Context: an optimization exercise on an open-source flow, tuned for small area, a short achievable clock period and few clock cycles per item. The choices shown serve that exercise and are no tape-out recipe.
RTL that was checked went through simulation tests only; none was proved equivalent to the original.
No activity file was given, so power comes from the tool's default toggle rates.

==> inputs of build 23 <==
## mining_job_tag_result_matcher_core
module mining_job_tag_result_matcher_core #(
  parameter int JOB_SLOTS = 128
) (
  input  logic                              clk,
  input  logic                              rst,
  input  logic                              in_valid,
  output logic                              in_ready,
  input  logic                              action,
  input  logic [31:0]                       job_version,
  input  logic                              nonce_resp,
  input  logic [31:0]                       frame_word,
  input  logic [7:0]                        frame_addr_byte,
  input  logic [7:0]                        frame_tag_byte,
  input  logic [15:0]                       frame_version,
  output logic                              out_valid,
  input  logic                              out_ready,
  output logic [mjtm_pkg::STATUS_W-1:0]     status,
  output logic [mjtm_pkg::TAG_W-1:0]        tag,
  output logic [mjtm_pkg::CHIP_W-1:0]       chip_index,
  output logic [mjtm_pkg::KIND_W-1:0]       register_kind,
  output logic [31:0]                       data_word,
  output logic [31:0]                       full_version,
  input  logic                              psel,
  ...
clock: 4.0 ns
lec_check: 0
abc_clock_period_in_ps: 2000
cap_margin: 20
core_margin: 2
core_utilization: 65
cts_cluster_diameter: 100
cts_cluster_size: 30
setup_slack_margin: 1.95
slew_margin: 20
tns_end_percent: 20
standard.sh (not shown) runs the stock make flow with config.mk's settings and CLKGATE_MAP_FILE= SYNTH_SCRIPT=/design/flow/synth_recipe.tcl, a recipe that flattens the netlist after the stock synthesis.
==> flow/flow/run.sh <==
#!/bin/bash
# Standard synthesis, then the standard layout with port buffers of
# sky130_fd_sc_hd__buf_2 and no dummy loads in the clock tree.
set -euo pipefail
bash standard.sh synth > synth.log 2>&1
bash standard.sh \
  "BUFFER_PORTS_ARGS=-buffer_cell sky130_fd_sc_hd__buf_2" \
  "CTS_ARGS=-sink_clustering_enable -repair_clock_nets -dont_use_dummy_load -sink_clustering_size 30 -sink_clustering_max_diameter 100" \
  finish > layout.log 2>&1
==> build 82 (differences from build 23) <==
--- a/flow/design.v
+++ b/flow/design.v
@@ -811,27 +811,28 @@
     mval[12] = {mul3[5:0], 2'b00};
     mval[13] = mul13;
     mval[14] = {mul7[6:0], 1'b0};
     mval[15] = mul15;
   end
   logic adv;
   logic acc;
-  logic v1, v2;
+  logic v1;
+  logic out_valid_n;          
   assign adv      = !out_valid || out_ready;
-  assign in_ready = adv && !sp_hold;
+  assign in_ready = (out_valid_n || out_ready) && !sp_hold;
   assign acc      = in_valid && in_ready;
   always_ff @(posedge clk) begin
     if (rst) begin
-      v1        <= 1'b0;
-      v2        <= 1'b0;
-      out_valid <= 1'b0;
+      v1          <= 1'b0;
+      out_valid   <= 1'b0;
+      out_valid_n <= 1'b1;
     end else if (adv) begin
-      v1        <= acc;
-      v2        <= v1;
-      out_valid <= v2;
+      v1          <= acc;
+      out_valid   <= v1;
+      out_valid_n <= !v1;
     end
   end
   logic [3:0]  next_slot;
   logic [3:0]  issue_slot;
   logic [15:0] slot_valid;
   logic        a_issue;       
   logic        a_nonce;       
@@ -881,28 +882,32 @@
       a_loge[m] = a_dvd[3:0] >= mval[m][3:0];
     end
   end
   logic        s1_issue;
   logic        s1_nonce;
   logic        s1_reg;
   logic        s1_hit;
-  logic [3:0]  s1_tag;
+  logic [15:0] s1_sel;        
+  logic [15:0] s1_sel_n;      
   logic [2:0]  s1_kind;
   logic [31:0] s1_word;       
   logic [15:0] s1_fver;
   logic [3:0]  s1_qh;
   logic [3:0]  s1_rh;
   logic [15:1] s1_loge;
   always_ff @(posedge clk) begin
     if (adv) begin
       s1_issue <= a_issue;
       s1_nonce <= a_nonce;
       s1_reg   <= a_reg;
       s1_hit   <= a_hit;
-      s1_tag   <= a_tag;
+      for (int i = 0; i < 16; i++) begin
+        s1_sel[i]   <= (a_issue || a_nonce) && (a_tag == 4'(i));
+        s1_sel_n[i] <= !((a_issue || a_nonce) && (a_tag == 4'(i)));
+      end
       s1_kind  <= a_kind;
       s1_word  <= action ? frame_word : job_version;
       s1_fver  <= frame_version;
       s1_qh    <= a_qh;
       s1_rh    <= a_rh;
       s1_loge  <= a_loge;
     end
@@ -934,30 +939,26 @@
   logic        s2_div;
   logic [15:0] s2_sel;        
   logic [2:0]  s2_kind;
   logic [31:0] s2_word;
   logic [15:0] s2_fver;
   logic [3:0]  s2_qh;
   logic [3:0]  s2_ql;
-  always_ff @(posedge clk) begin
-    if (adv) begin
-      s2_issue <= s1_issue;
-      s2_nonce <= s1_nonce;
-      s2_reg   <= s1_reg;
-      s2_nhit  <= s1_nhit;
-      s2_div   <= s1_div;
-      for (int i = 0; i < 16; i++) begin
-        s2_sel[i] <= (s1_issue || s1_nonce) && (s1_tag == 4'(i));
-      end
-      s2_kind  <= s1_kind;
-      s2_word  <= s1_word;
-      s2_fver  <= s1_fver;
-      s2_qh    <= s1_div ? s1_qh : 4'd0;
-      s2_ql    <= b_ql;
-    end
+  always_comb begin
+    s2_issue = s1_issue;
+    s2_nonce = s1_nonce;
+    s2_reg   = s1_reg;
+    s2_nhit  = s1_nhit;
+    s2_div   = s1_div;
+    s2_sel   = s1_sel;
+    s2_kind  = s1_kind;
+    s2_word  = s1_word;
+    s2_fver  = s1_fver;
+    s2_qh    = s1_div ? s1_qh : 4'd0;
+    s2_ql    = b_ql;
   end
   logic [2:0] s2_status;
   always_comb begin
     if (s2_issue) begin
       s2_status = mjtm_pkg::ST_ISSUED;
     end else if (s2_reg) begin
       s2_status = mjtm_pkg::ST_REG;
@@ -972,21 +973,22 @@
   logic [31:0] version_mem [16];
   logic [31:0] s2_rd;
   logic [3:0]  s2_tag;
   always_comb begin
     s2_rd  = '0;
     s2_tag = '0;
     for (int i = 0; i < 16; i++) begin
-      s2_rd  = s2_rd | ({32{s2_sel[i]}} & version_mem[i]);
+      s2_rd[15:0]  = s2_rd[15:0] | ({16{s2_sel[i]}} & version_mem[i][15:0]);
+      s2_rd[31:16] = s2_rd[31:16] | ({16{!s1_sel_n[i]}} & version_mem[i][31:16]);
       s2_tag = s2_tag | ({4{s2_sel[i]}} & 4'(i));
     end
   end
   always_ff @(posedge clk) begin
     for (int i = 0; i < 16; i++) begin
-      if (adv && v2 && s2_issue && s2_sel[i]) begin
+      if (v1 && s2_issue && s2_sel[i]) begin
         version_mem[i] <= s2_word;
       end
     end
   end
   always_ff @(posedge clk) begin
     if (adv) begin
       status        <= s2_status;
Settings changed: ABC_CLOCK_PERIOD_IN_PS 2000 to default.
==> run summary <==
Result of the run: build 82 complete, no violations; build 23 complete, no violations
Register share of total power: build 82 0.646; build 23 0.654
Worst path depth: build 82 10; build 23 4
Area share of the leading cell type in the synthesized netlist: build 82 0.6104; build 23 0.6297
Fraction of area in non-clock buffers: build 82 0.05927; build 23 0.05399
Clock latency at the later pin of the worst-skew pair: build 82 590 ps; build 23 620 ps
Proportion of synthesized chip area in sequential cells: build 82 0.6809; build 23 0.6975
Comb pwr share: build 82 0.091; build 23 0.083
Switching power: build 82 3.449 mW; build 23 3.585 mW
Met3 track utilization from global routing: build 82 0.03442; build 23 0.03780
Mux contribution to synthesized area: build 82 0.02500; build 23 0.02062
Worst-case reg-to-reg path depth: build 82 10; build 23 4
Site Rows: build 82 84; build 23 86
Slowest Stage Delay on Critical Path: build 82 350 ps; build 23 760 ps
Average wire per cell in the routed design: build 82 26.38 um; build 23 26.15 um
Testbench counts of build 23, summed over its fixed seeds: cycles 3,232, items 3,200.
Testbench counts of build 82, summed over its fixed seeds: cycles 3,224, items 3,200.

========
==> inputs of run P <==
Another version of the RTL of mining_job_tag_result_matcher_core (not shown whole).
Settings: LEC_CHECK=0, CAP_MARGIN=20, CORE_MARGIN=2, CORE_UTILIZATION=40, SLEW_MARGIN=20; clock period 4.0 ns.
run.sh (not shown) runs the stock make flow with config.mk's settings and CLKGATE_MAP_FILE= SYNTH_SCRIPT=/design/flow/synth_recipe.tcl, a recipe that flattens the netlist after the stock synthesis.
Stock flow here: none of the scripts above is used.
==> run Z: changes against run P <==
==> flow/config.mk (replaced) <==
export PLATFORM = sky130hd
export DESIGN_NAME = mining_job_tag_result_matcher_core
export DESIGN_NICKNAME = mining_job_tag_result_matcher_core
export VERILOG_FILES = /design/flow/design.v
export SDC_FILE = /design/flow/constraint.sdc
export NUM_CORES = 4
export LEC_CHECK = 0
export ABC_CLOCK_PERIOD_IN_PS = 2000
export CAP_MARGIN = 20
export CORE_MARGIN = 2
export CORE_UTILIZATION = 40
export SETUP_SLACK_MARGIN = 1.9
export SLEW_MARGIN = 20
==> run R: changes against run P <==
==> flow/design.v (replaced) <==
`timescale 1ns / 1ps
package mjtm_pkg;
  localparam int TAG_W      = 7;
  localparam int CHIP_W     = 8;
  localparam int INTERVAL_W = 9;
  localparam int KIND_W     = 3;
  localparam int STATUS_W   = 3;
  localparam int PADDR_W    = 3;
  localparam logic [INTERVAL_W-1:0] INTERVAL_RESET = 9'd128;
  localparam logic [STATUS_W-1:0] ST_ISSUED      = 3'd0;
  localparam logic [STATUS_W-1:0] ST_REG         = 3'd1;
  localparam logic [STATUS_W-1:0] ST_NONCE       = 3'd2;
  localparam logic [STATUS_W-1:0] ST_UNKNOWN_REG = 3'd3;
  localparam logic [STATUS_W-1:0] ST_STALE       = 3'd4;
endpackage
`timescale 1ns / 1ps
module mining_job_tag_result_matcher_core #(
  parameter int JOB_SLOTS = 128
) (
  input  logic                              clk,
  input  logic                              rst,
  input  logic                              in_valid,
  output logic                              in_ready,
  input  logic                              action,
  input  logic [31:0]                       job_version,
  input  logic                              nonce_resp,
  input  logic [31:0]                       frame_word,
  input  logic [7:0]                        frame_addr_byte,
  input  logic [7:0]                        frame_tag_byte,
  input  logic [15:0]                       frame_version,
  output logic                              out_valid,
  input  logic                              out_ready,
  output logic [mjtm_pkg::STATUS_W-1:0]     status,
  output logic [mjtm_pkg::TAG_W-1:0]        tag,
  output logic [mjtm_pkg::CHIP_W-1:0]       chip_index,
  output logic [mjtm_pkg::KIND_W-1:0]       register_kind,
  output logic [31:0]                       data_word,
  output logic [31:0]                       full_version,
  input  logic                              psel,
  input  logic                              penable,
  input  logic                              pwrite,
  input  logic [mjtm_pkg::PADDR_W-1:0]      paddr,
  input  logic [31:0]                       pwdata,
  output logic [31:0]                       prdata,
  output logic                              pready
);
  localparam int K0 = 3;
  localparam int K1 = 3;
  localparam int K2 = 8 - K0 - K1;
  localparam int R1 = K0;         
  localparam int R2 = K0 + K1;    
  function automatic logic [9:0] dstep(input logic [8:0] r, input logic b,
                                       input logic [8:0] s);
    logic [9:0] t;
    t = {r, b};
    if (t >= {1'b0, s}) begin
      dstep = {1'b1, 9'(t - {1'b0, s})};
    end else begin
      dstep = {1'b0, t[8:0]};
    end
  endfunction
  logic [8:0] spacing;
  assign pready = 1'b1;
  always_ff @(posedge clk) begin
    if (rst) begin
      spacing <= mjtm_pkg::INTERVAL_RESET;
    end else if (psel && penable && pwrite && !paddr[2]) begin
      spacing <= pwdata[8:0];
    end
  end
  assign prdata = paddr[2] ? 32'd0 : {23'd0, spacing};
  logic adv;
  logic acc;
  logic v1, v2;
  assign adv      = !out_valid || out_ready;
  assign in_ready = adv;
  assign acc      = in_valid && adv;
  logic [3:0]  next_slot;
  logic [3:0]  issue_slot;
  logic [15:0] slot_valid;
  logic [2:0]  a_status;
  logic [3:0]  a_tag;
  logic [2:0]  a_kind;
  logic [31:0] a_word;
  logic [15:0] a_fver;
  logic [7:0]  a_dvd;
  logic        a_hit;
  assign issue_slot = next_slot + 4'd3;
  assign a_hit      = slot_valid[frame_tag_byte[7:4]];
  always_comb begin
    a_status = mjtm_pkg::ST_UNKNOWN_REG;
    a_tag    = '0;
    a_kind   = '0;
    a_word   = '0;
    a_fver   = '0;
    a_dvd    = nonce_resp ? frame_word[24:17] : frame_addr_byte;
    if (!action) begin
      a_status = mjtm_pkg::ST_ISSUED;
      a_tag    = issue_slot;
      a_word   = job_version;           
    end else if (nonce_resp) begin
      a_tag = frame_tag_byte[7:4];
      if (a_hit) begin
        a_status = mjtm_pkg::ST_NONCE;
        a_word   = frame_word;
        a_fver   = frame_version;
      end else begin
        a_status = mjtm_pkg::ST_STALE;
      end
    end else if (frame_tag_byte == 8'h4C) begin
      a_status = mjtm_pkg::ST_REG;
      a_word   = frame_word;
    end else if (frame_tag_byte >= 8'h88 && frame_tag_byte <= 8'h8C) begin
      a_status = mjtm_pkg::ST_REG;
      a_kind   = frame_tag_byte[2:0] + 3'd1;
      a_word   = frame_word;
    end
  end
  always_ff @(posedge clk) begin
    if (rst) begin
      next_slot  <= '0;
      slot_valid <= '0;
    end else if (acc && !action) begin
      next_slot              <= issue_slot;
      slot_valid[issue_slot] <= 1'b1;
    end
  end
  logic [R1-1:0]   a_rem;
  logic [K0-1:0]   a_q;
  always_comb begin
    logic [8:0] r;
    logic [9:0] o;
    r = '0;
    for (int j = 0; j < K0; j++) begin
      o = dstep(r, a_dvd[7-j], spacing);
      a_q[K0-1-j] = o[9];
      r = o[8:0];
    end
    a_rem = r[R1-1:0];
  end
  logic [2:0]    s1_status;
  logic [3:0]    s1_tag;
  logic [2:0]    s1_kind;
  logic [31:0]   s1_word;
  logic [15:0]   s1_fver;
  logic [K0-1:0] s1_q;
  logic [R1-1:0] s1_rem;
  logic [7-K0:0] s1_dvd;
  always_ff @(posedge clk) begin
    if (adv) begin
      s1_status <= a_status;
      s1_tag    <= a_tag;
      s1_kind   <= a_kind;
      s1_word   <= a_word;
      s1_fver   <= a_fver;
      s1_q      <= a_q;
      s1_rem    <= a_rem;
      s1_dvd    <= a_dvd[7-K0:0];
    end
  end
  logic [R2-1:0]   b_rem;
  logic [K0+K1-1:0] b_q;
  always_comb begin
    logic [8:0] r;
    logic [9:0] o;
    r = 9'(s1_rem);
    b_q[K0+K1-1:K1] = s1_q;
    for (int j = 0; j < K1; j++) begin
      o = dstep(r, s1_dvd[7-K0-j], spacing);
      b_q[K1-1-j] = o[9];
      r = o[8:0];
    end
    b_rem = r[R2-1:0];
  end
  logic [2:0]       s2_status;
  logic [3:0]       s2_tag;
  logic [2:0]       s2_kind;
  logic [31:0]      s2_word;
  logic [15:0]      s2_fver;
  logic [K0+K1-1:0] s2_q;
  logic [R2-1:0]    s2_rem;
  logic [K2-1:0]    s2_dvd;
  always_ff @(posedge clk) begin
    if (adv) begin
      s2_status <= s1_status;
      s2_tag    <= s1_tag;
      s2_kind   <= s1_kind;
      s2_word   <= s1_word;
      s2_fver   <= s1_fver;
      s2_q      <= b_q;
      s2_rem    <= b_rem;
      s2_dvd    <= s1_dvd[K2-1:0];
    end
  end
  logic [7:0] c_q;
  always_comb begin
    logic [8:0] r;
    logic [9:0] o;
    r = 9'(s2_rem);
    c_q[7:K2] = s2_q;
    for (int j = 0; j < K2; j++) begin
      o = dstep(r, s2_dvd[K2-1-j], spacing);
      c_q[K2-1-j] = o[9];
      r = o[8:0];
    end
  end
  logic [31:0] version_mem [16];
  logic        s2_issue;
  logic        s2_nhit;
  logic        s2_div;
  assign s2_issue = (s2_status == mjtm_pkg::ST_ISSUED);
  assign s2_nhit  = (s2_status == mjtm_pkg::ST_NONCE);
  assign s2_div   = (s2_status == mjtm_pkg::ST_NONCE) || (s2_status == mjtm_pkg::ST_REG);
  always_ff @(posedge clk) begin
    if (adv && v2 && s2_issue) begin
      version_mem[s2_tag] <= s2_word;
    end
  end
  always_ff @(posedge clk) begin
    if (rst) begin
      v1        <= 1'b0;
      v2        <= 1'b0;
      out_valid <= 1'b0;
    end else if (adv) begin
      v1        <= acc;
      v2        <= v1;
      out_valid <= v2;
    end
  end
  always_ff @(posedge clk) begin
    if (adv) begin
      status        <= s2_status;
      tag           <= {s2_tag, 3'b000};
      register_kind <= s2_kind;
      chip_index    <= s2_div ? c_q : 8'd0;
      data_word     <= s2_issue ? 32'd0 : s2_word;
      full_version  <= (s2_nhit ? version_mem[s2_tag] : 32'd0) | {3'b000, s2_fver, 13'b0};
    end
  end
endmodule
==> reports/results.ini <==
[detailed_routing]
wl_met3_mm = 4.00
initialDrtViolationCount = 1509

[floorplan]
die_area_sq_mm = 0.0813

[sta]
fin_ws_ns = -0.895
setup_violations = 11

[synth]
synth_edf_count = 735
synth.ff_latch_count = 771

[layout]
fill_cells = 6443
multi_input_area_share_pct = 22.8

[run_status]
status = complete, but fails checks
so_faults = negative setup slack

(the above is from run R)
==> reports/results.ini <==
[sta]
fin_ws_ns = 0.632
setup_violations = 0

[layout]
multi_input_area_share_pct = 24.2

[run_status]
status = no timing/DRC/antenna violations

[detailed_routing]
routed-wl-met2_mm = 38.1
wl_met3_mm = 4.87
initialDrtViolationCount = 1367

[synth]
synth_edf_count = 664

(the above is from run Z)
==> reports/results.ini <==
[run_status]
status = no timing/DRC/antenna violations

[floorplan]
die_area_sq_mm = 0.0759

[detailed_routing]
initialDrtViolationCount = 1452
wl_met3_mm = 4.93

[clock_tree]
clkTransAtPathRegs_ns = 0.05

[layout]
multiInputGateArea_sq_mm = 0.00825
multi_input_area_share_pct = 23.1
fill_cells = 5990

[hold_path]
min_to = register_kind[0]

[sta]
fin_ws_ns = 0.270
setup_violations = 0

[synth]
synth.ff_latch_count = 709

[power_and_ir_drop]
power_density_mw_per_mm2 = 478

(the above is from run P)
Testbench counts of run R, summed over its fixed seeds: cycles 3,224, items 3,200.
Only the layout flow was run in run P and run Z; the RTL was not checked for function there.

==> afterwards: timing with drivers on the ports <==
The flow's constraints put no driver on any port. The routed layouts listed below were extracted and timed again, unchanged, in two steps. Step 1 assumes that a clkbuf_16 drives the clock port and a buf_2 every other input. Step 2 moves the port delays by t, midway between the first and last clock arrival at a register: inputs arrive t later, outputs are due t later. That takes back most of the time a late clock gives input paths. a / b / c = no drivers / after step 1 / after step 2; a / b = the first two.
run	shift t [ns]	setup WS [ns]	worst register clock-pin slew, ns
build 23	0.645	1.772 / 1.729 / 1.332	0.12 / 0.12
build 82	0.626	1.842 / 1.838 / 1.265	0.12 / 0.12
run P	0.678	0.270 / 0.270 / -0.337	0.06 / 0.06
run Z	0.677	0.632 / 0.632 / 0.087	0.07 / 0.07
run R	0.680	-0.895 / -0.895 / -1.014	0.06 / 0.06
With both steps, setup timing fails in run P, where it was met with ideal ports. The setup slack of run P, which loses most, moves by 0.000 ns with the drivers and by -0.607 ns with both steps.
